Source: an optimization exercise on an open RTL-to-GDS flow (aim: small area). Production flows keep margins and buffers that such runs may drop. In this exercise RTL edits were held to simulation tests only and were not proved equivalent to the original.

==> inputs of trial 69 <==
## ex_stage
module ex_stage (
	input  logic                clock,
	input  logic                rst_n,
	input  logic                issue_valid,
	input  logic [209:0]        issue_pkt,
	output logic                issue_credit,
	output logic                complete_valid,
	output logic [37:0]         complete,
	input  logic                bus_credit,
	output logic                branch_valid,
	output logic [39:0]         branch
);
	ex_pkg::issue_pkt_t      pkt;
	ex_pkg::result_t         head;
	assign pkt      = issue_pkt;
	assign complete = head;
	logic [ex_pkg::XLEN-1:0] opa;
	logic [ex_pkg::XLEN-1:0] opb;
	logic [63:0]             prod;
	logic [ex_pkg::XLEN-1:0] logic_out;
	logic                    is_mult;
	ex_pkg::result_t         result;
	ex_pkg::branch_rec_t     branch_next;
	logic [2:0]              issue_slot;
	logic                    wr_a;
	logic [2:0]              slot_a;
	logic                    wr_b;
	logic [2:0]              slot_b;
	logic                    pop;
	logic                    head_valid;
	assign is_mult = pkt.alu_func[3] && (pkt.alu_func[2] != pkt.alu_func[1]);
	operand_select u_operand_select (
		.issue_pkt (pkt),
		.is_mult   (is_mult),
		.opa       (opa),
		.opb       (opb)
	);
	int_alu u_int_alu (
		.opa     (opa),
		.opb     (opb),
		.rs2     (pkt.rs2_value),
  ...
==> module completion_buffer, before the edit <==
module completion_buffer (
	input  logic            clock,
	input  logic            rst_n,
	input  logic            wr,
	input  ex_pkg::result_t wr_data,
	output logic [2:0]      wr_slot,
	input  logic            wr_a,
	input  logic [2:0]      slot_a,
	input  logic            wr_b,
	input  logic [2:0]      slot_b,
	input  logic            pop,
	output logic            head_valid,
	output ex_pkg::result_t head
);
	logic [ex_pkg::TAG_W+ex_pkg::XLEN-1:0] mem [ex_pkg::BUF_DEPTH];
	logic [ex_pkg::BUF_DEPTH-1:0] busy;
	logic [2:0]                   order [ex_pkg::BUF_DEPTH];
	logic [3:0]                   wr_ptr;
	logic [3:0]                   rd_ptr;
	logic [2:0]                   wr_ptr_b;
	logic [2:0]                   head_slot;
	always_comb begin
		wr_slot = '0;
		for (int i = ex_pkg::BUF_DEPTH - 1; i >= 0; i--) begin
			if (!busy[i]) begin
				wr_slot = 3'(i);
			end
		end
	end
	always_ff @(posedge clock) begin
		if (wr) begin
			mem[wr_slot] <= wr_data;
		end
	end
	always_ff @(posedge clock or negedge rst_n) begin
		if (!rst_n) begin
			busy <= '0;
		end else begin
			for (int i = 0; i < ex_pkg::BUF_DEPTH; i++) begin
				if (wr && wr_slot == 3'(i)) begin
					busy[i] <= 1'b1;
				end else if (pop && head_slot == 3'(i)) begin
					busy[i] <= 1'b0;
				end
			end
		end
	end
	assign wr_ptr_b = wr_ptr[2:0] + {2'b0, wr_a};
	always_ff @(posedge clock) begin
		if (wr_a) begin
			order[wr_ptr[2:0]] <= slot_a;
		end
		if (wr_b) begin
			order[wr_ptr_b] <= slot_b;
		end
	end
	always_ff @(posedge clock or negedge rst_n) begin
		if (!rst_n) begin
			wr_ptr <= '0;
			rd_ptr <= '0;
		end else begin
			wr_ptr <= wr_ptr + {3'b0, wr_a} + {3'b0, wr_b};
			if (pop) begin
				rd_ptr <= rd_ptr + 1'b1;
			end
		end
	end
	logic [ex_pkg::BUF_DEPTH-1:0] rd_sel;
	logic [ex_pkg::BUF_DEPTH-1:0] head_sel;
	always_comb begin
		for (int i = 0; i < ex_pkg::BUF_DEPTH; i++) begin
			rd_sel[i]   = rd_ptr[2:0] == 3'(i);
			head_sel[i] = head_slot == 3'(i);
		end
	end
	for (genvar b = 0; b < 3; b++) begin : g_order_rd
		logic [ex_pkg::BUF_DEPTH-1:0] col;
		for (genvar i = 0; i < ex_pkg::BUF_DEPTH; i++) begin : g_col
			assign col[i] = order[i][b];
		end
		ex_rd8 u_rd (
			.d (col),
			.s (rd_sel),
			.y (head_slot[b])
		);
	end
	for (genvar b = 0; b < ex_pkg::TAG_W + ex_pkg::XLEN; b++) begin : g_head_rd
		logic [ex_pkg::BUF_DEPTH-1:0] col;
		for (genvar i = 0; i < ex_pkg::BUF_DEPTH; i++) begin : g_col
			assign col[i] = mem[i][b];
		end
		ex_rd8 u_rd (
			.d (col),
			.s (head_sel),
			.y (head[b])
		);
	end
	assign head_valid = wr_ptr != rd_ptr;
endmodule
==> module ex_rd8, before the edit <==
module ex_rd8 (
	input  logic [7:0] d,
	input  logic [7:0] s,
	output logic       y
);
	assign y = |(d & s);
endmodule
export LEC_CHECK = 0
export ABC_AREA = 1
export CAP_MARGIN = 20
export CORE_MARGIN = 2
export CORE_UTILIZATION = 55
export CTS_BUF_LIST = sky130_fd_sc_hd__clkbuf_8
export CTS_CLUSTER_DIAMETER = 45
export CTS_CLUSTER_SIZE = 18
export GPL_ROUTABILITY_DRIVEN = 0
export SLEW_MARGIN = 20
export SYNTH_HIERARCHICAL = 1
create_clock -name core_clock -period 10.0 [get_ports {clock}]
standard.sh (not shown) runs the stock make flow with config.mk's settings and CLKGATE_MAP_FILE= SYNTH_SCRIPT=/design/flow/synth_recipe.tcl, a recipe that flattens the netlist after the stock synthesis.
==> flow/flow/run.sh <==
#!/bin/bash
# The standard layout, with plain buffers (not delay cells) on the ports.
set -euo pipefail
export BUFFER_PORTS_ARGS="-buffer_cell sky130_fd_sc_hd__buf_1"
bash standard.sh > standard.log 2>&1
==> inputs of build 16, as changes to trial 69 <==
--- a/flow/config.mk
+++ b/flow/config.mk
@@ -7,11 +7,10 @@
 export LEC_CHECK = 0
 export ABC_AREA = 1
 export CAP_MARGIN = 20
 export CORE_MARGIN = 2
 export CORE_UTILIZATION = 55
 export CTS_BUF_LIST = sky130_fd_sc_hd__clkbuf_8
 export CTS_CLUSTER_DIAMETER = 45
 export CTS_CLUSTER_SIZE = 18
-export GPL_ROUTABILITY_DRIVEN = 0
 export SLEW_MARGIN = 20
 export SYNTH_HIERARCHICAL = 1
==> inputs of build 46, as changes to trial 69 <==
--- a/flow/design.v
+++ b/flow/design.v
@@ -168,73 +168,83 @@
 			default: opb = '0;
 		endcase
 	end
 endmodule
 module int_alu (
 	input  logic [ex_pkg::XLEN-1:0] opa,       
 	input  logic [ex_pkg::XLEN-1:0] opb,
 	input  logic [ex_pkg::XLEN-1:0] rs2,
+	input  logic [2:0]              opb_sel,
+	input  logic [31:0]             inst,
 	input  logic [3:0]              func,
 	output logic [63:0]             p,          
 	output logic [ex_pkg::XLEN-1:0] logic_out   
 );
 	localparam int ND = 17;
 	logic [32:0]   ma;
 	logic [ND-1:0] one;
 	logic [ND-1:0] two;
 	logic [ND-1:0] neg;
 	logic [ND-2:0] two_m;
 	logic [ND-2:0] neg_m;
 	logic [32:0]   ma1;
 	logic [1:0]    mc;
 	logic          mcin;
-	logic [4:0]    shamt;
 	logic [35:0]   mb;
 	logic          is_mult;
 	logic          is_shift;
 	logic          a_signed;
 	logic          b_signed;
 	logic          arith;
 	logic          negate;
 	logic          c_ext;
-	assign shamt    = opb[4:0];
 	assign is_mult  = func[3] && (func[2] != func[1]);
 	assign is_shift = (func == 4'd7) || (func == 4'd8) || (func == 4'd9);
 	assign a_signed = (func == 4'd10) || (func == 4'd11) || (func == 4'd12)
 		|| (func == 4'd9) || (func == 4'd5);
 	assign b_signed = (func == 4'd10) || (func == 4'd11);
 	assign ma = {a_signed & opa[31], opa};
 	assign arith  = (func == 4'd0) || (func == 4'd1) || (func == 4'd5) || (func == 4'd6);
 	assign negate = (func == 4'd1) || (func == 4'd5) || (func == 4'd6);
 	assign c_ext  = (func == 4'd5) & opb[31];
 	assign ma1    = arith ? ({{3{c_ext}}, opb[31:2]} ^ {33{negate}}) : ma;
 	assign mc     = arith ? (opb[1:0] ^ {2{negate}}) : 2'b0;
 	assign mcin   = negate;
 	logic [ND-1:0] sh_one;
 	logic [ND-1:0] sh_two;
+	logic [16:0]   hdec;     
+	logic          sh_l;
+	logic          g_rs2;
+	logic          g_i;
+	logic          g_s;
+	logic          g_z;
+	assign g_rs2 = opb_sel == 3'd0;
+	assign g_i   = (opb_sel == 3'd1) || (opb_sel == 3'd5);
+	assign g_s   = (opb_sel == 3'd2) || (opb_sel == 3'd3);
+	assign g_z   = !(g_rs2 || g_i || g_s);
+	assign sh_l  = (g_rs2 && rs2[0]) || ((opb_sel == 3'd1) && inst[20])
+		|| ((opb_sel == 3'd2) && inst[7]);
+	always_comb begin
+		hdec = '0;
+		for (int k = 0; k < 16; k++) begin
+			hdec[k] = (g_rs2 && (rs2[4:1] == 4'(k))) || (g_i && (inst[24:21] == 4'(k)))
+				|| (g_s && (inst[11:8] == 4'(k))) || (g_z && (k == 0));
+		end
+	end
 	always_comb begin
 		for (int i = 0; i < ND; i++) begin
 			if (func == 4'd7) begin
-				sh_one[i] = (shamt == 5'(2*i)) || (shamt == 5'(2*i-1));
-				sh_two[i] = shamt == 5'(2*i+1);
+				sh_one[i] = (hdec[i] && !sh_l) || ((i > 0) && hdec[(i > 0) ? i - 1 : 0] && sh_l);
+				sh_two[i] = hdec[i] && sh_l;
 			end else begin
-				sh_one[i] = (shamt == 5'(32-2*i)) || (shamt == 5'(33-2*i));
-				sh_two[i] = shamt == 5'(31-2*i);
+				sh_one[i] = (i > 0) && hdec[16 - i];
+				sh_two[i] = (i < 16) && hdec[(i < 16) ? 15 - i : 0] && sh_l;
 			end
 		end
-		if (func == 4'd7) begin
-			sh_one[0] = shamt == 5'd0;
-			sh_one[16] = shamt == 5'd31;
-			sh_two[16] = 1'b0;
-		end else begin
-			sh_one[0] = 1'b0;
-			sh_one[16] = (shamt == 5'd0) || (shamt == 5'd1);
-			sh_two[16] = 1'b0;
-		end
 	end
 	assign mb = {{4{b_signed & rs2[31]}}, rs2};
 	always_comb begin
 		for (int i = 0; i < ND; i++) begin
 			if (is_mult) begin
 				one[i] = mb[2*i] ^ ((i > 0) ? mb[2*i-1] : 1'b0);
 				two[i] = (mb[2*i+1] & !mb[2*i] & !((i > 0) ? mb[2*i-1] : 1'b0))
 					| (!mb[2*i+1] & mb[2*i] & ((i > 0) ? mb[2*i-1] : 1'b0));
@@ -970,27 +980,29 @@
 	ex_fa u_fa12 (.x(pp0_32), .y(pp1_30), .z(pp2_28), .s(fs12), .c(fc12));
 	wire fs13, fc13;
 	ex_fa u_fa13 (.x(pp3_26), .y(pp4_24), .z(pp5_22), .s(fs13), .c(fc13));
 	wire fs14, fc14;
 	ex_fa u_fa14 (.x(pp6_20), .y(pp7_18), .z(pp8_16), .s(fs14), .c(fc14));
 	wire fs15, fc15;
 	ex_fa u_fa15 (.x(pp9_14), .y(pp10_12), .z(pp11_10), .s(fs15), .c(fc15));
 	wire fs16, fc16;
-	ex_fa u_fa16 (.x(1'b1), .y(pp0_33), .z(pp1_31), .s(fs16), .c(fc16));
+	assign fs16 = !(pp0_33 ^ pp1_31);
+	assign fc16 = pp0_33 | pp1_31;
 	wire fs17, fc17;
 	ex_fa u_fa17 (.x(pp2_29), .y(pp3_27), .z(pp4_25), .s(fs17), .c(fc17));
 	wire fs18, fc18;
 	ex_fa u_fa18 (.x(pp5_23), .y(pp6_21), .z(pp7_19), .s(fs18), .c(fc18));
 	wire fs19, fc19;
 	ex_fa u_fa19 (.x(pp8_17), .y(pp9_15), .z(pp10_13), .s(fs19), .c(fc19));
 	wire hs8, hc8;
 	ex_ha u_ha8 (.x(pp11_11), .y(pp12_9), .s(hs8), .c(hc8));
 	wire fs20, fc20;
-	ex_fa u_fa20 (.x(1'b1), .y(pp1_32), .z(pp2_30), .s(fs20), .c(fc20));
+	assign fs20 = !(pp1_32 ^ pp2_30);
+	assign fc20 = pp1_32 | pp2_30;
 	wire fs21, fc21;
 	ex_fa u_fa21 (.x(pp3_28), .y(pp4_26), .z(pp5_24), .s(fs21), .c(fc21));
 	wire fs22, fc22;
 	ex_fa u_fa22 (.x(pp6_22), .y(pp7_20), .z(pp8_18), .s(fs22), .c(fc22));
 	wire fs23, fc23;
 	ex_fa u_fa23 (.x(pp9_16), .y(pp10_14), .z(pp11_12), .s(fs23), .c(fc23));
 	wire hs9, hc9;
 	ex_ha u_ha9 (.x(pp12_10), .y(pp13_8), .s(hs9), .c(hc9));
@@ -998,47 +1010,51 @@
 	ex_fa u_fa24 (.x(pp1_33), .y(pp2_31), .z(pp3_29), .s(fs24), .c(fc24));
 	wire fs25, fc25;
 	ex_fa u_fa25 (.x(pp4_27), .y(pp5_25), .z(pp6_23), .s(fs25), .c(fc25));
 	wire fs26, fc26;
 	ex_fa u_fa26 (.x(pp7_21), .y(pp8_19), .z(pp9_17), .s(fs26), .c(fc26));
 	wire fs27, fc27;
 	ex_fa u_fa27 (.x(pp10_15), .y(pp11_13), .z(pp12_11), .s(fs27), .c(fc27));
 	wire fs28, fc28;
-	ex_fa u_fa28 (.x(1'b1), .y(pp2_32), .z(pp3_30), .s(fs28), .c(fc28));
+	assign fs28 = !(pp2_32 ^ pp3_30);
+	assign fc28 = pp2_32 | pp3_30;
 	wire fs29, fc29;
 	ex_fa u_fa29 (.x(pp4_28), .y(pp5_26), .z(pp6_24), .s(fs29), .c(fc29));
 	wire fs30, fc30;
 	ex_fa u_fa30 (.x(pp7_22), .y(pp8_20), .z(pp9_18), .s(fs30), .c(fc30));
 	wire hs10, hc10;
 	ex_ha u_ha10 (.x(pp10_16), .y(pp11_14), .s(hs10), .c(hc10));
 	wire fs31, fc31;
 	ex_fa u_fa31 (.x(pp2_33), .y(pp3_31), .z(pp4_29), .s(fs31), .c(fc31));
 	wire fs32, fc32;
 	ex_fa u_fa32 (.x(pp5_27), .y(pp6_25), .z(pp7_23), .s(fs32), .c(fc32));
 	wire fs33, fc33;
 	ex_fa u_fa33 (.x(pp8_21), .y(pp9_19), .z(pp10_17), .s(fs33), .c(fc33));
 	wire fs34, fc34;
-	ex_fa u_fa34 (.x(1'b1), .y(pp3_32), .z(pp4_30), .s(fs34), .c(fc34));
+	assign fs34 = !(pp3_32 ^ pp4_30);
+	assign fc34 = pp3_32 | pp4_30;
 	wire fs35, fc35;
 	ex_fa u_fa35 (.x(pp5_28), .y(pp6_26), .z(pp7_24), .s(fs35), .c(fc35));
 	wire hs11, hc11;
 	ex_ha u_ha11 (.x(pp8_22), .y(pp9_20), .s(hs11), .c(hc11));
 	wire fs36, fc36;
 	ex_fa u_fa36 (.x(pp3_33), .y(pp4_31), .z(pp5_29), .s(fs36), .c(fc36));
 	wire fs37, fc37;
 	ex_fa u_fa37 (.x(pp6_27), .y(pp7_25), .z(pp8_23), .s(fs37), .c(fc37));
 	wire fs38, fc38;
-	ex_fa u_fa38 (.x(1'b1), .y(pp4_32), .z(pp5_30), .s(fs38), .c(fc38));
+	assign fs38 = !(pp4_32 ^ pp5_30);
+	assign fc38 = pp4_32 | pp5_30;
 	wire hs12, hc12;
 	ex_ha u_ha12 (.x(pp6_28), .y(pp7_26), .s(hs12), .c(hc12));
 	wire fs39, fc39;
 	ex_fa u_fa39 (.x(pp4_33), .y(pp5_31), .z(pp6_29), .s(fs39), .c(fc39));
 	wire hs13, hc13;
-	ex_ha u_ha13 (.x(1'b1), .y(pp5_32), .s(hs13), .c(hc13));
+	assign hs13 = !pp5_32;
+	assign hc13 = pp5_32;
 	wire hs14, hc14;
 	ex_ha u_ha14 (.x(neg[8]), .y(pp0_16), .s(hs14), .c(hc14));
 	wire hs15, hc15;
 	ex_ha u_ha15 (.x(pp0_17), .y(pp1_15), .s(hs15), .c(hc15));
 	wire fs40, fc40;
 	ex_fa u_fa40 (.x(neg[9]), .y(pp0_18), .z(pp1_16), .s(fs40), .c(fc40));
 	wire hs16, hc16;
 	ex_ha u_ha16 (.x(pp2_14), .y(pp3_12), .s(hs16), .c(hc16));
@@ -1230,47 +1246,51 @@
 	ex_fa u_fa128 (.x(pp5_33), .y(pp6_31), .z(pp7_29), .s(fs128), .c(fc128));
 	wire fs129, fc129;
 	ex_fa u_fa129 (.x(pp8_27), .y(pp9_25), .z(pp10_23), .s(fs129), .c(fc129));
 	wire fs130, fc130;
 	ex_fa u_fa130 (.x(pp11_21), .y(pp12_19), .z(pp13_17), .s(fs130), .c(fc130));
 	wire fs131, fc131;
 	ex_fa u_fa131 (.x(pp14_15), .y(pp15_13), .z(pp16_11), .s(fs131), .c(fc131));
 	wire fs132, fc132;
-	ex_fa u_fa132 (.x(1'b1), .y(pp6_32), .z(pp7_30), .s(fs132), .c(fc132));
+	assign fs132 = !(pp6_32 ^ pp7_30);
+	assign fc132 = pp6_32 | pp7_30;
 	wire fs133, fc133;
 	ex_fa u_fa133 (.x(pp8_28), .y(pp9_26), .z(pp10_24), .s(fs133), .c(fc133));
 	wire fs134, fc134;
 	ex_fa u_fa134 (.x(pp11_22), .y(pp12_20), .z(pp13_18), .s(fs134), .c(fc134));
 	wire hs22, hc22;
 	ex_ha u_ha22 (.x(pp14_16), .y(pp15_14), .s(hs22), .c(hc22));
 	wire fs135, fc135;
 	ex_fa u_fa135 (.x(pp6_33), .y(pp7_31), .z(pp8_29), .s(fs135), .c(fc135));
 	wire fs136, fc136;
 	ex_fa u_fa136 (.x(pp9_27), .y(pp10_25), .z(pp11_23), .s(fs136), .c(fc136));
 	wire fs137, fc137;
 	ex_fa u_fa137 (.x(pp12_21), .y(pp13_19), .z(pp14_17), .s(fs137), .c(fc137));
 	wire fs138, fc138;
-	ex_fa u_fa138 (.x(1'b1), .y(pp7_32), .z(pp8_30), .s(fs138), .c(fc138));
+	assign fs138 = !(pp7_32 ^ pp8_30);
+	assign fc138 = pp7_32 | pp8_30;
 	wire fs139, fc139;
 	ex_fa u_fa139 (.x(pp9_28), .y(pp10_26), .z(pp11_24), .s(fs139), .c(fc139));
 	wire hs23, hc23;
 	ex_ha u_ha23 (.x(pp12_22), .y(pp13_20), .s(hs23), .c(hc23));
 	wire fs140, fc140;
 	ex_fa u_fa140 (.x(pp7_33), .y(pp8_31), .z(pp9_29), .s(fs140), .c(fc140));
 	wire fs141, fc141;
 	ex_fa u_fa141 (.x(pp10_27), .y(pp11_25), .z(pp12_23), .s(fs141), .c(fc141));
 	wire fs142, fc142;
-	ex_fa u_fa142 (.x(1'b1), .y(pp8_32), .z(pp9_30), .s(fs142), .c(fc142));
+	assign fs142 = !(pp8_32 ^ pp9_30);
+	assign fc142 = pp8_32 | pp9_30;
 	wire hs24, hc24;
 	ex_ha u_ha24 (.x(pp10_28), .y(pp11_26), .s(hs24), .c(hc24));
 	wire fs143, fc143;
 	ex_fa u_fa143 (.x(pp8_33), .y(pp9_31), .z(pp10_29), .s(fs143), .c(fc143));
 	wire hs25, hc25;
-	ex_ha u_ha25 (.x(1'b1), .y(pp9_32), .s(hs25), .c(hc25));
+	assign hs25 = !pp9_32;
+	assign hc25 = pp9_32;
 	wire hs26, hc26;
 	ex_ha u_ha26 (.x(neg[5]), .y(pp0_10), .s(hs26), .c(hc26));
 	wire hs27, hc27;
 	ex_ha u_ha27 (.x(pp0_11), .y(pp1_9), .s(hs27), .c(hc27));
 	wire fs144, fc144;
 	ex_fa u_fa144 (.x(neg[6]), .y(pp0_12), .z(pp1_10), .s(fs144), .c(fc144));
 	wire hs28, hc28;
 	ex_ha u_ha28 (.x(pp2_8), .y(pp3_6), .s(hs28), .c(hc28));
@@ -1502,33 +1522,36 @@
 	ex_fa u_fa254 (.x(pp16_18), .y(hs25), .z(fc143), .s(fs254), .c(fc254));
 	wire fs255, fc255;
 	ex_fa u_fa255 (.x(pp9_33), .y(pp10_31), .z(pp11_29), .s(fs255), .c(fc255));
 	wire fs256, fc256;
 	ex_fa u_fa256 (.x(pp12_27), .y(pp13_25), .z(pp14_23), .s(fs256), .c(fc256));
 	wire fs257, fc257;
 	ex_fa u_fa257 (.x(pp15_21), .y(pp16_19), .z(hc25), .s(fs257), .c(fc257));
 	wire fs258, fc258;
-	ex_fa u_fa258 (.x(1'b1), .y(pp10_32), .z(pp11_30), .s(fs258), .c(fc258));
+	assign fs258 = !(pp10_32 ^ pp11_30);
+	assign fc258 = pp10_32 | pp11_30;
 	wire fs259, fc259;
 	ex_fa u_fa259 (.x(pp12_28), .y(pp13_26), .z(pp14_24), .s(fs259), .c(fc259));
 	wire hs32, hc32;
 	ex_ha u_ha32 (.x(pp15_22), .y(pp16_20), .s(hs32), .c(hc32));
 	wire fs260, fc260;
 	ex_fa u_fa260 (.x(pp10_33), .y(pp11_31), .z(pp12_29), .s(fs260), .c(fc260));
 	wire fs261, fc261;
 	ex_fa u_fa261 (.x(pp13_27), .y(pp14_25), .z(pp15_23), .s(fs261), .c(fc261));
 	wire fs262, fc262;
-	ex_fa u_fa262 (.x(1'b1), .y(pp11_32), .z(pp12_30), .s(fs262), .c(fc262));
+	assign fs262 = !(pp11_32 ^ pp12_30);
+	assign fc262 = pp11_32 | pp12_30;
 	wire hs33, hc33;
 	ex_ha u_ha33 (.x(pp13_28), .y(pp14_26), .s(hs33), .c(hc33));
 	wire fs263, fc263;
 	ex_fa u_fa263 (.x(pp11_33), .y(pp12_31), .z(pp13_29), .s(fs263), .c(fc263));
 	wire hs34, hc34;
-	ex_ha u_ha34 (.x(1'b1), .y(pp12_32), .s(hs34), .c(hc34));
+	assign hs34 = !pp12_32;
+	assign hc34 = pp12_32;
 	wire hs35, hc35;
 	ex_ha u_ha35 (.x(neg[3]), .y(pp0_6), .s(hs35), .c(hc35));
 	wire hs36, hc36;
 	ex_ha u_ha36 (.x(pp0_7), .y(pp1_5), .s(hs36), .c(hc36));
 	wire fs264, fc264;
 	ex_fa u_fa264 (.x(neg[4]), .y(pp0_8), .z(pp1_6), .s(fs264), .c(fc264));
 	wire hs37, hc37;
 	ex_ha u_ha37 (.x(pp2_4), .y(pp3_2), .s(hs37), .c(hc37));
@@ -1724,23 +1747,25 @@
 	ex_fa u_fa358 (.x(pp13_30), .y(pp14_28), .z(pp15_26), .s(fs358), .c(fc358));
 	wire fs359, fc359;
 	ex_fa u_fa359 (.x(pp16_24), .y(hs34), .z(fc263), .s(fs359), .c(fc359));
 	wire fs360, fc360;
 	ex_fa u_fa360 (.x(pp12_33), .y(pp13_31), .z(pp14_29), .s(fs360), .c(fc360));
 	wire fs361, fc361;
 	ex_fa u_fa361 (.x(pp15_27), .y(pp16_25), .z(hc34), .s(fs361), .c(fc361));
 	wire fs362, fc362;
-	ex_fa u_fa362 (.x(1'b1), .y(pp13_32), .z(pp14_30), .s(fs362), .c(fc362));
+	assign fs362 = !(pp13_32 ^ pp14_30);
+	assign fc362 = pp13_32 | pp14_30;
 	wire hs39, hc39;
 	ex_ha u_ha39 (.x(pp15_28), .y(pp16_26), .s(hs39), .c(hc39));
 	wire fs363, fc363;
 	ex_fa u_fa363 (.x(pp13_33), .y(pp14_31), .z(pp15_29), .s(fs363), .c(fc363));
 	wire hs40, hc40;
-	ex_ha u_ha40 (.x(1'b1), .y(pp14_32), .s(hs40), .c(hc40));
+	assign hs40 = !pp14_32;
+	assign hc40 = pp14_32;
 	wire hs41, hc41;
 	ex_ha u_ha41 (.x(c[0]), .y(cin), .s(hs41), .c(hc41));
 	wire hs42, hc42;
 	ex_ha u_ha42 (.x(neg[2]), .y(pp0_4), .s(hs42), .c(hc42));
 	wire hs43, hc43;
 	ex_ha u_ha43 (.x(pp0_5), .y(pp1_3), .s(hs43), .c(hc43));
 	wire fs364, fc364;
 	ex_fa u_fa364 (.x(pp1_4), .y(pp2_2), .z(pp3_0), .s(fs364), .c(fc364));
@@ -1850,17 +1875,18 @@
 	ex_fa u_fa416 (.x(hs39), .y(fc360), .z(fs362), .s(fs416), .c(fc416));
 	wire fs417, fc417;
 	ex_fa u_fa417 (.x(pp16_27), .y(hc39), .z(fc362), .s(fs417), .c(fc417));
 	wire fs418, fc418;
 	ex_fa u_fa418 (.x(pp15_30), .y(pp16_28), .z(hs40), .s(fs418), .c(fc418));
 	wire fs419, fc419;
 	ex_fa u_fa419 (.x(pp14_33), .y(pp15_31), .z(pp16_29), .s(fs419), .c(fc419));
 	wire hs44, hc44;
-	ex_ha u_ha44 (.x(1'b1), .y(pp15_32), .s(hs44), .c(hc44));
+	assign hs44 = !pp15_32;
+	assign hc44 = pp15_32;
 	wire hs45, hc45;
 	ex_ha u_ha45 (.x(neg[0]), .y(hs41), .s(hs45), .c(hc45));
 	wire fs420, fc420;
 	ex_fa u_fa420 (.x(c[1]), .y(hc41), .z(pp0_1), .s(fs420), .c(fc420));
 	wire fs421, fc421;
 	ex_fa u_fa421 (.x(neg[1]), .y(pp0_2), .z(pp1_0), .s(fs421), .c(fc421));
 	wire hs46, hc46;
 	ex_ha u_ha46 (.x(pp0_3), .y(pp1_1), .s(hs46), .c(hc46));
@@ -2711,16 +2737,18 @@
 		.is_mult   (is_mult),
 		.opa       (opa),
 		.opb       (opb)
 	);
 	int_alu u_int_alu (
 		.opa     (opa),
 		.opb     (opb),
 		.rs2     (pkt.rs2_value),
+		.opb_sel (pkt.opb_sel),
+		.inst    (pkt.inst),
 		.func    (pkt.alu_func),
 		.p         (prod),
 		.logic_out (logic_out)
 	);
 	logic [3:0]              func;
 	logic                    alu_op;
 	logic                    res_lo;
 	logic                    res_hi;
==> inputs of trial 92, as changes to trial 69 <==
--- a/flow/design.v
+++ b/flow/design.v
@@ -2582,54 +2582,19 @@
 			rd_ptr <= '0;
 		end else begin
 			wr_ptr <= wr_ptr + {3'b0, wr_a} + {3'b0, wr_b};
 			if (pop) begin
 				rd_ptr <= rd_ptr + 1'b1;
 			end
 		end
 	end
-	logic [ex_pkg::BUF_DEPTH-1:0] rd_sel;
-	logic [ex_pkg::BUF_DEPTH-1:0] head_sel;
-	always_comb begin
-		for (int i = 0; i < ex_pkg::BUF_DEPTH; i++) begin
-			rd_sel[i]   = rd_ptr[2:0] == 3'(i);
-			head_sel[i] = head_slot == 3'(i);
-		end
-	end
-	for (genvar b = 0; b < 3; b++) begin : g_order_rd
-		logic [ex_pkg::BUF_DEPTH-1:0] col;
-		for (genvar i = 0; i < ex_pkg::BUF_DEPTH; i++) begin : g_col
-			assign col[i] = order[i][b];
-		end
-		ex_rd8 u_rd (
-			.d (col),
-			.s (rd_sel),
-			.y (head_slot[b])
-		);
-	end
-	for (genvar b = 0; b < ex_pkg::TAG_W + ex_pkg::XLEN; b++) begin : g_head_rd
-		logic [ex_pkg::BUF_DEPTH-1:0] col;
-		for (genvar i = 0; i < ex_pkg::BUF_DEPTH; i++) begin : g_col
-			assign col[i] = mem[i][b];
-		end
-		ex_rd8 u_rd (
-			.d (col),
-			.s (head_sel),
-			.y (head[b])
-		);
-	end
+	assign head_slot  = order[rd_ptr[2:0]];
 	assign head_valid = wr_ptr != rd_ptr;
-endmodule
-module ex_rd8 (
-	input  logic [7:0] d,
-	input  logic [7:0] s,
-	output logic       y
-);
-	assign y = |(d & s);
+	assign head       = mem[head_slot];
 endmodule
 module ex_control (
 	input  logic       clock,
 	input  logic       rst_n,
 	input  logic       issue_valid,
 	input  logic       issue_is_mult,
 	input  logic [2:0] issue_slot,
 	input  logic       head_valid,
==> flow/flow/run.sh (replaced) <==
#!/bin/bash
# The standard layout, with plain buffers (not delay cells) on the ports,
# and non-critical gates downsized after global routing.
set -euo pipefail
export BUFFER_PORTS_ARGS="-buffer_cell sky130_fd_sc_hd__buf_1"
export RECOVER_POWER=100
bash standard.sh > standard.log 2>&1
==> flow/config.mk (replaced) <==
export PLATFORM = sky130hd
export DESIGN_NAME = ex_stage
export DESIGN_NICKNAME = ex_stage
export VERILOG_FILES = /design/flow/design.v
export SDC_FILE = /design/flow/constraint.sdc
export NUM_CORES = 4
export LEC_CHECK = 0
export ABC_AREA = 1
export CAP_MARGIN = 20
export CORE_MARGIN = 2
export CORE_UTILIZATION = 55
export CTS_BUF_LIST = sky130_fd_sc_hd__clkbuf_8
export SLEW_MARGIN = 20
export SYNTH_HIERARCHICAL = 1
==> notes.md <==
metric	trial 69	trial 92	build 46	build 16
Outcome	finished clean	failed layout checks	finished clean	finished clean
Layout check failures	-	capacitance limit, slew limit	-	-
Maxcap violations	0	11	0	0
Clk latency of the worst-skew pair	0.63 ns	0.63 ns	0.63 ns	0.62 ns
Post-Syn Area	49200 um2	50600 um2	49700 um2	49200 um2
Multi-input comb cells	4610	4832	4690	4610
Total of plain and repair buffers excluding clock buffers	604	760	645	730
Total vias in the final route	44300	46700	45600	45100
Vias in the first global route	41400	44300	43000	42800
Proportion of layout cells with a drive suffix above 1	8.17%	9.64%	8.02%	9.80%
Pin count of the biggest net entering global routing	104	97	106	103
Vias per inst	5.91	5.88	5.93	5.91
Flop2flop setup slack	7.36 ns	3.85 ns	7.29 ns	7.39 ns
Maximum operating frequency	0.103 GHz	0.102 GHz	0.103 GHz	0.103 GHz
Depth of the most critical reg-to-reg path	14	11	14	14
Critical path depth	40	34	35	41
Post-layout nets	7228	7630	7409	7355
PnR worst setup slack	0.318 ns	0.156 ns	0.314 ns	0.334 ns
GRT met2 Usage	62.9%	63.9%	63.3%	64.0%
Multi-input logic portion of the cell area	61.3%	60.6%	61.4%	60.3%
RePlAce Congestion	-	1.07	-	1.06
Global routing usage on met3	6.71%	5.38%	7.51%	7.19%
Worst setup path startpoint	issue_pkt[36]	issue_pkt[41]	issue_pkt[42]	issue_pkt[36]

[separate check: timing with driven ports]
The flow's constraints put no driver on any port. The routed layouts listed below were extracted and timed again, unchanged, in two steps. Step 1, drivers: a clkbuf_16 drives clock and a buf_2 each remaining input, both assumed. Step 2, shift: input delay + t, output delay - t, t = (earliest + latest rising clock arrival at the registers) / 2. This alone moves slack from input paths to output paths. Slacks: no drivers / after step 1 / after step 2; pairs: no drivers / after step 1.
| run | t (ns) | setup WS [ns] | pins driven straight from the clock port |
|---|---|---|---|
| trial 69 | 0.664 | 0.318 / 0.343 / -0.321 | 1 |
| build 16 | 0.664 | 0.334 / 0.330 / -0.334 | 1 |
| build 46 | 0.670 | 0.314 / 0.309 / -0.361 | 1 |
| trial 92 | 0.665 | 0.156 / 0.176 / -0.489 | 1 |
The setup slack of build 46, which loses most, moves by -0.005 ns with the drivers and by -0.675 ns with both steps.
